Background: an optimization exercise with open tools, aiming at small area, a short achievable clock period and few clock cycles per item. Do not read the settings as production practice.
RTL that was checked went through simulation tests only; none was proved equivalent to the original.
Power figures rest on the tool's default switching activity, not on a simulated workload.

==> flow/design.v <==
module cory_vtap2 #(
  parameter int N = 8,
  parameter int W = 8
) (
  input  logic         clk,
  input  logic         reset,
  input  logic         i_a_v,
  input  logic [N-1:0] i_a_d,
  input  logic         i_a_last_x,
  input  logic         i_a_last_y,
  output logic         o_a_r,
  output logic         o_z_v,
  output logic [N-1:0] o_z_d,
  output logic [N-1:0] o_z_up,
  output logic         o_z_up_v,
  output logic         o_z_last_x,
  output logic         o_z_last_y,
  input  logic         i_z_r
);
  localparam int NG = W - 3;
  logic          step_q;           
  logic          step_d;
  logic          acc, del;
  logic         ar_q;
  logic         iv0_q, iv0_d;
  logic [N-1:0] id0_q;
  logic         ix0_q, iy0_q;
  assign o_a_r = ar_q;
  assign acc   = i_a_v & ar_q;
  assign iv0_d = (iv0_q & ~step_q) | acc;
  always_ff @(posedge clk) begin
    if (reset) begin
      ar_q  <= 1'b1;
      iv0_q <= 1'b0;
    end else begin
      ar_q  <= ~iv0_d | step_d;
      iv0_q <= iv0_d;
    end
  end
  always_ff @(posedge clk) begin
    if (ar_q) begin
      id0_q <= i_a_d; ix0_q <= i_a_last_x; iy0_q <= i_a_last_y;
    end
  end
  logic         ov0_q, ov1_q, ov1_d;
  logic [N-1:0] od0_q, ou0_q;
  logic         ouv0_q, ox0_q, oy0_q;
  logic [N-1:0] r_up;
  logic         row0_q;
  logic [N-1:0] rd;
  assign r_up = row0_q ? '0 : rd;
  assign del  = ov0_q & i_z_r;
  assign ov1_d = del ? (ov1_q & step_q) : (ov1_q | (ov0_q & step_q));
  always_ff @(posedge clk) begin
    if (reset) begin
      ov0_q <= 1'b0;
      ov1_q <= 1'b0;
    end else begin
      ov0_q <= del ? (ov1_q | step_q) : (ov0_q | step_q);
      ov1_q <= ov1_d;
    end
  end
  localparam int OW = 2 * N + 3;
  logic [OW-1:0] o0_q, o1_q, o_new, o0_src;
  logic          o0_ld;
  assign o_new  = {id0_q, r_up, ~row0_q, ix0_q, iy0_q};
  assign o0_ld  = del | ~ov0_q;
  assign o0_src = (del & ov1_q) ? o1_q : o_new;
  always_ff @(posedge clk) begin
    o0_q <= o0_q ^ ({OW{o0_ld}} & (o0_q ^ o0_src));
    if (del | ~ov1_q) o1_q <= o_new;
  end
  assign {od0_q, ou0_q, ouv0_q, ox0_q, oy0_q} = o0_q;
  assign o_z_v      = ov0_q;
  assign o_z_d      = od0_q;
  assign o_z_up     = ou0_q;
  assign o_z_up_v   = ouv0_q;
  assign o_z_last_x = ox0_q;
  assign o_z_last_y = oy0_q;
  logic [NG-1:0] cg_q, cg_d;       
  logic [NG-1:0] pen;              
  logic          st_q, st_d;       
  logic          ge_q, ge_d;       
  logic [NG-1:0] al_d;             
  logic [NG-1:0] rot_q, rot_d;     
  logic [N-1:0]  head [NG];
  always_comb begin
    cg_d  = cg_q;
    st_d  = st_q;
    ge_d  = ge_q;
    if (step_q) begin
      if (ix0_q) cg_d = NG'(1);
      else if (ge_q) cg_d = {cg_q[NG-2:0], cg_q[NG-1]};
      st_d = ix0_q | ge_q;
      ge_d = ~ix0_q & ~ge_q & |(cg_q & pen);
    end
    step_d = iv0_d & ~ov1_d & (~st_d | |(cg_d & al_d));
    for (int k = 0; k < NG; k++)
      rot_d[k] = (step_d & cg_d[k]) | (~al_d[k] & ~(cg_d[k] & ~st_d));
    rd = '0;
    for (int k = 0; k < NG; k++) if (cg_q[k]) rd = rd | head[k];
  end
  always_ff @(posedge clk) begin
    if (reset) begin
      cg_q   <= NG'(1);
      st_q   <= 1'b1;
      ge_q   <= 1'b0;
      row0_q <= 1'b1;
      step_q <= 1'b0;
      rot_q  <= '0;
    end else begin
      cg_q   <= cg_d;
      st_q   <= st_d;
      ge_q   <= ge_d;
      step_q <= step_d;
      rot_q  <= rot_d;
      if (step_q & ix0_q) row0_q <= iy0_q;
    end
  end
  for (genvar k = 0; k < NG; k++) begin : g_grp
    localparam int SB = (k == 0) ? 4 : k + 3;    
    localparam int S  = 1 << SB;
    logic [SB-1:0] off_q;
    logic [N-1:0]  m_q [S];
    assign al_d[k]  = rot_q[k] ? (off_q == '1) : (off_q == '0);
    assign pen[k]   = (off_q == SB'(S - 2));
    assign head[k]  = m_q[0];
    always_ff @(posedge clk) begin
      if (reset) off_q <= '0;
      else if (rot_q[k]) off_q <= off_q + 1'b1;
    end
    always_ff @(posedge clk) begin
      if (rot_q[k]) begin
        for (int i = 0; i < S - 1; i++) m_q[i] <= m_q[i+1];
        m_q[S-1] <= (step_q & cg_q[k]) ? id0_q : m_q[0];
      end
    end
  end
endmodule
==> flow/config.mk <==
export PLATFORM = sky130hd
export DESIGN_NAME = cory_vtap2
export DESIGN_NICKNAME = cory_vtap2
export VERILOG_FILES = /design/flow/design.v
export SDC_FILE = /design/flow/constraint.sdc
export NUM_CORES = 4
export LEC_CHECK = 0
export ABC_CLOCK_PERIOD_IN_PS = 2000
export CAP_MARGIN = 20
export CORE_MARGIN = 2
export CORE_UTILIZATION = 40
export CTS_CLUSTER_DIAMETER = 100
export CTS_CLUSTER_SIZE = 26
export SETUP_SLACK_MARGIN = 1.7
export SLEW_MARGIN = 20
==> flow/constraint.sdc <==
create_clock -name core_clock -period 3.3 [get_ports {clk}]
set_input_delay 0.6600 -clock core_clock [delete_from_list [all_inputs] [get_ports {clk}]]
set_output_delay 0.6600 -clock core_clock [all_outputs]
set_load 0.01 [all_outputs]
run.sh (not shown) runs the stock make flow with config.mk's settings and CLKGATE_MAP_FILE= SYNTH_SCRIPT=/design/flow/synth_recipe.tcl, a recipe that flattens the netlist after the stock synthesis.
Testbench counts at the start, summed over its fixed seeds: cycles 43,876, items 43,860.
==> next run, changes <==
--- a/flow/config.mk
+++ b/flow/config.mk
@@ -13,3 +13,3 @@
 export CTS_CLUSTER_SIZE = 26
-export SETUP_SLACK_MARGIN = 1.7
+export SETUP_SLACK_MARGIN = 1.3
 export SLEW_MARGIN = 20
=> The new run finished clean; count of clock-buffer cells in the layout stays the same; utilization is lower by 0.51 points; register-to-register slack is worse by 0.07 ns; first-iteration DRC count came out lower by 4.5%; power goes down by 1.3%; design area decreases by 1.1%; non-clock buffer count came out lower by 36; global-route usage decreases by 0.35 points; combinational power is lower by 16%.

========
RTL: the design.v shown in full above, as it stands there.
clock: 3.3 ns
lec_check: 0
abc_area: 1
abc_clock_period_in_ps: 2000
cap_margin: 20
core_margin: 2
core_utilization: 40
cts_cluster_diameter: 100
cts_cluster_size: 28
setup_slack_margin: 1.5
slew_margin: 20
Testbench counts at the start, summed over its fixed seeds: cycles 43,876, items 43,860.
Rerun with:
- ABC_AREA: 1 -> not set
- CORE_UTILIZATION: 40 -> 70
- PLACE_DENSITY: not set -> 0.85
What happened:
- combinational power is higher by 140%
- maximum frequency is higher by about 4.4%
- area after synthesis barely changes
- register-to-register slack gets worse by 290 ps
Rerun with:
- CORE_UTILIZATION: 70 -> 40
- PLACE_DENSITY: 0.85 -> not set
What happened:
- The changed run completed with no timing, DRC or antenna violations
- count of clock-buffer cells in the layout shrinks by 2
- wire length shrinks by 19%
- fmax grows by 5.3%
- die area grows by 74%
- core utilization shrinks by 32 points
- worst setup slack gains 100 ps
- first-iteration DRC count shrinks by 18%
- clock skew shrinks by 12 ps
- total power shrinks by 1.3%
- final cell count grows by 24%
- sequential share of layout area shrinks by 1.6 points
Rerun with:
- PLACE_DENSITY: not set -> 0.85
Effect:
- The changed run went through all stages and came out clean
- non-clock buffer count came out lower by 1
- utilization barely changes
- first-iteration DRC count goes up by 18%
- fmax drops by 9.1%
- clock power stays flat
- die area stays the same
- worst setup slack is worse by 190 ps
Rerun with:
- CAP_MARGIN: 20 -> 10
- PLACE_DENSITY: 0.85 -> not set
- SLEW_MARGIN: 20 -> 10
Maximum frequency is higher by 10%.
Combinational power is lower by about 2%.
Wire length is lower by 17%.
Final cell count is about the same.
Register-to-register slack improved by 200 ps.
Core utilization hardly moves.
Design area is about the same.

========
== P ==
RTL: the design.v shown in full above, as it stands there.
export LEC_CHECK = 0
export ABC_CLOCK_PERIOD_IN_PS = 2000
export CAP_MARGIN = 20
export CORE_MARGIN = 2
export CORE_UTILIZATION = 40
export CTS_CLUSTER_DIAMETER = 100
export CTS_CLUSTER_SIZE = 26
export SETUP_SLACK_MARGIN = 1.5
export SLEW_MARGIN = 20
create_clock -name core_clock -period 3.3 [get_ports {clk}]
Testbench counts of P, summed over its fixed seeds: cycles 43,876, items 43,860.
The inputs of Q differ from those of P as listed below.
Settings: SETUP_SLACK_MARGIN now 1.3, was 1.5; CTS_CLUSTER_SIZE now 30, was 26.
- Min final worst-path cycle share across Q and P: P
- As far as number of inserted diodes goes, Q and P are indistinguishable; the numbers are identical.
- Going from P to Q, worst slew margin relative to its limit shrank by 9.6 points, via count shrank by 188, final RePlAce weighted congestion now sits at about the same level.
- Q against P: share of power burned in combinational logic decreased 0.7 points; maximum frequency decreased about 2.6%; number of fill cells in the layout increased about 0.8%; logic depth of the worst path, buffers included increased 2.
#### Input delta (R over Q)
Settings: a change of CTS_CLUSTER_SIZE from 30 to 28; a change of SETUP_SLACK_MARGIN from 1.3 to 1.5; a change of CTS_CLUSTER_DIAMETER from 100 to 60.
Notes after the runs:
R | status: complete | timing, DRC, antenna: pass. R: arrival time of data at the critical path endpoint is 1.18 ns lower than what Q reported. Data required time at the worst endpoint, R and Q, higher one = Q. Overall routed net length ended up 2200 microns higher on R than on Q. Changes observed in R relative to Q: register share of the cell area lower, number of buffers added by the clock tree synthesis step higher.
Setup changes, R to S
Settings: changing CTS_CLUSTER_SIZE from 28 to 24; changing CTS_CLUSTER_DIAMETER from 60 to 150.
==> notes.md <==
- R → S: number of resized instances in the post-cts repair step lost about 1.3%, average wire per cell in the routed design rose by about 1.2%, routed wire length went down by about 0.5%.
- Total power on S is ahead of R.
### S -> T
Settings: CTS_CLUSTER_SIZE changed from 24 to 28.
==> comparison <==
From T to S, summed instance area of the synthesized netlist did not move at all.
Of T and S, S shows the higher area growth from synthesis to layout, with T below it.
Delta (T minus S): final worst-path setup slack up 0.010 ns; routed wire length flat.
Status: power in sequential cells parity (S, T)
In terms of critical path depth, T and S differ only marginally.
S ended up with o_z_last_y as its last element of the critical path; T ended up with o_a_r.

========
Another version of the RTL of cory_vtap2 (not shown whole).
Size: about 35 I/O pins.
Design cory_vtap2, start of the top module:
module cory_vtap2 #(
  parameter int N = 8,
  parameter int W = 8
) (
  input  logic         clk,
  input  logic         reset,
  input  logic         i_a_v,
  input  logic [N-1:0] i_a_d,
  input  logic         i_a_last_x,
  input  logic         i_a_last_y,
  output logic         o_a_r,
  output logic         o_z_v,
  output logic [N-1:0] o_z_d,
  output logic [N-1:0] o_z_up,
  output logic         o_z_up_v,
  output logic         o_z_last_x,
  output logic         o_z_last_y,
  input  logic         i_z_r
);
clock: 3.3 ns
lec_check: 0
abc_clock_period_in_ps: 2000
cap_margin: 20
core_margin: 2
core_utilization: 40
cts_cluster_diameter: 100
cts_cluster_size: 26
setup_slack_margin: 1.8
slew_margin: 20
Next try:
CORE_UTILIZATION = 60   (was 40)
SETUP_SLACK_MARGIN = 1.5   (was 1.8)
- sequential power is about the same
- critical path depth came out lower by 1
- non-clock buffer count came out lower by 74
- cell area came out lower by 3.8%
Function was not checked in any run of this note: the RTL went through the layout flow alone.

========
Another version of the RTL of cory_vtap2 (not shown whole).
Size: roughly 2600 cells after synthesis, about 2200 flip-flops, ~35 I/O pins, about 0.067 mm^2 of cells after synthesis.
export LEC_CHECK = 0
export ABC_CLOCK_PERIOD_IN_PS = 2000
export CAP_MARGIN = 20
export CORE_MARGIN = 2
export CORE_UTILIZATION = 40
export SETUP_SLACK_MARGIN = 1.3
export SLEW_MARGIN = 20
create_clock -name core_clock -period 3.3 [get_ports {clk}]
Testbench counts at the start, summed over its fixed seeds: cycles 43,876, items 43,860.
Then changed:
- CORE_UTILIZATION: 40 -> 65
Effect:
- total power shrinks slightly
- routed wire length rose slightly
- non-clock buffer count falls by 15

========
== the reference run ==
cory_vtap2, a different RTL version from the one above (not shown whole).
Size: about 2100 flip-flops.
make LEC_CHECK=0 ABC_CLOCK_PERIOD_IN_PS=1500 CAP_MARGIN=20 CORE_MARGIN=2 CORE_UTILIZATION=40 CTS_CLUSTER_DIAMETER=100 CTS_CLUSTER_SIZE=26 SETUP_SLACK_MARGIN=1.6 SLEW_MARGIN=20 finish   # period 3.3 ns
Looking at the reports, the reference run completed the entire flow and the layout it produced met the timing, design-rule and antenna checks.
Changes in the trial run relative to the reference run:
- a change of ABC_CLOCK_PERIOD_IN_PS from 1500 to 2000
- a change of SETUP_SLACK_MARGIN from 1.6 to 1.5
[summary]
Diff the reference run -> the trial run: sum of routed wire segments on met1 lost 1.1%, sequential power share increased 0.3 points.
| cell count after synthesis | the reference run vs the trial run | ≈ equal |
Diff the reference run -> the trial run: via count lower; die area roughly the same.
Function was not checked in any run of this note: the RTL went through the layout flow alone.

========
Another version of the RTL of cory_vtap2 (not shown whole).
For scale: ~2500 cells after synthesis, ~35 I/O pins, roughly 66000 sq um of cells after synthesis.
Design cory_vtap2, start of the top module:
module cory_vtap2 #(
  parameter int N = 8,
  parameter int W = 8
) (
  input  logic         clk,
  input  logic         reset,
  input  logic         i_a_v,
  input  logic [N-1:0] i_a_d,
  input  logic         i_a_last_x,
  input  logic         i_a_last_y,
  output logic         o_a_r,
  output logic         o_z_v,
  output logic [N-1:0] o_z_d,
  output logic [N-1:0] o_z_up,
  output logic         o_z_up_v,
  output logic         o_z_last_x,
  output logic         o_z_last_y,
  input  logic         i_z_r
);
make LEC_CHECK=0 ABC_CLOCK_PERIOD_IN_PS=2000 CAP_MARGIN=20 CORE_MARGIN=2 CORE_UTILIZATION=40 CTS_CLUSTER_DIAMETER=100 CTS_CLUSTER_SIZE=24 SETUP_SLACK_MARGIN=1.3 SLEW_MARGIN=20 finish   # period 3.3 ns
Change:
--- a/flow/config.mk
+++ b/flow/config.mk
@@ -11,5 +11,5 @@
 export CORE_UTILIZATION = 40
 export CTS_CLUSTER_DIAMETER = 100
-export CTS_CLUSTER_SIZE = 24
+export CTS_CLUSTER_SIZE = 30
 export SETUP_SLACK_MARGIN = 1.3
 export SLEW_MARGIN = 20
The new run ran to the end with no violations.
Non-clock buffer count does not change.
First-iteration DRC count rises by 5.1%.
Global-route usage stays flat.
Worst setup slack loses 0.0086 ns.
Clock skew rose by 0.012 ns.
Final cell count drops by 0.41%.
Maximum frequency came out lower by 0.40%.
Clock-buffer cell count went down by 18.
Synthesized cell count stays the same.
Power came out lower by 1.9%.
No functional check of the RTL was part of any run of this note.

==> static timing again, ports no longer ideal <==
Ports are ideal in the flow. The routed layouts listed here were re-timed in OpenROAD. Step 1 sets driving cells, clkbuf_16 on the clock port and buf_2 on the other inputs (assumed; they add their load-dependent delay and slew). Step 2 adds t to the input delays and takes it off the output delays; t is the mean of the earliest and latest rising clock arrival at the registers after step 1. Input paths then give back, and output paths get back, about the clock's delay inside the block. a / b / c = no drivers / after step 1 / after step 2; a / b = the first two.
| run | t, ns | setup WS [ns] | hold WS [ns] | latest minus earliest clock arrival (ns) | pins driven straight from the clock port |
|---|---|---|---|---|---|
| the first run of note 1 | 0.778 | 1.358 / 1.282 / 0.931 | 0.401 / 0.401 / 0.401 | 0.044 / 0.045 | 1 |
| the second run of note 1 | 0.780 | 1.291 / 1.279 / 0.936 | 0.401 / 0.401 / 0.401 | 0.048 / 0.048 | 1 |
| the first run of note 2 | 0.774 | 1.169 / 1.092 / 0.907 | 0.391 / 0.391 / 0.391 | 0.039 / 0.039 | 1 |
| the second run of note 2 | 0.746 | 1.258 / 1.191 / 0.745 | 0.403 / 0.403 / 0.403 | 0.059 / 0.059 | 1 |
| the third run of note 2 | 0.768 | 1.360 / 1.282 / 0.881 | 0.411 / 0.411 / 0.411 | 0.033 / 0.033 | 1 |
| the fourth run of note 2 | 0.783 | 1.166 / 1.166 / 0.733 | 0.395 / 0.395 / 0.395 | 0.047 / 0.048 | 1 |
| the fifth run of note 2 | 0.768 | 1.360 / 1.282 / 0.881 | 0.411 / 0.411 / 0.411 | 0.033 / 0.033 | 1 |
| P | 0.779 | 1.352 / 1.275 / 0.874 | 0.403 / 0.403 / 0.403 | 0.045 / 0.044 | 1 |
| Q | 0.770 | 1.301 / 1.283 / 0.883 | 0.405 / 0.405 / 0.405 | 0.043 / 0.043 | 1 |
| R | 0.802 | 1.346 / 1.269 / 0.888 | 0.364 / 0.364 / 0.364 | 0.091 / 0.090 | 1 |
| S | 0.794 | 1.356 / 1.278 / 0.880 | 0.388 / 0.388 / 0.388 | 0.047 / 0.048 | 1 |
| T | 0.773 | 1.366 / 1.289 / 0.853 | 0.408 / 0.408 / 0.408 | 0.032 / 0.032 | 1 |
| the first run of note 4 | 0.787 | 1.389 / 1.360 / 1.027 | 0.402 / 0.402 / 0.402 | 0.046 / 0.046 | 1 |
| the second run of note 4 | 0.762 | 1.415 / 1.359 / 0.808 | 0.414 / 0.414 / 0.414 | 0.034 / 0.034 | 1 |
| the first run of note 5 | 0.844 | 1.327 / 1.258 / 0.824 | 0.253 / 0.285 / 0.397 | 0.030 / 0.030 | 1 |
| the second run of note 5 | 0.814 | 1.147 / 1.081 / 0.701 | 0.394 / 0.394 / 0.394 | 0.026 / 0.026 | 1 |
| the reference run | 0.793 | 1.346 / 1.269 / 1.012 | 0.390 / 0.390 / 0.390 | 0.058 / 0.057 | 1 |
| the trial run | 0.789 | 1.347 / 1.270 / 0.994 | 0.391 / 0.391 / 0.391 | 0.057 / 0.057 | 1 |
| the first run of note 7 | 0.774 | 1.138 / 1.065 / 0.826 | 0.408 / 0.408 / 0.408 | 0.036 / 0.036 | 1 |
| the second run of note 7 | 0.774 | 1.129 / 1.056 / 0.827 | 0.399 / 0.399 / 0.399 | 0.044 / 0.045 | 1 |
After both steps every run listed still meets setup and hold. For the second run of note 4, which loses most, drivers alone change the setup slack by -0.056 ns; drivers and shift together by -0.607 ns.
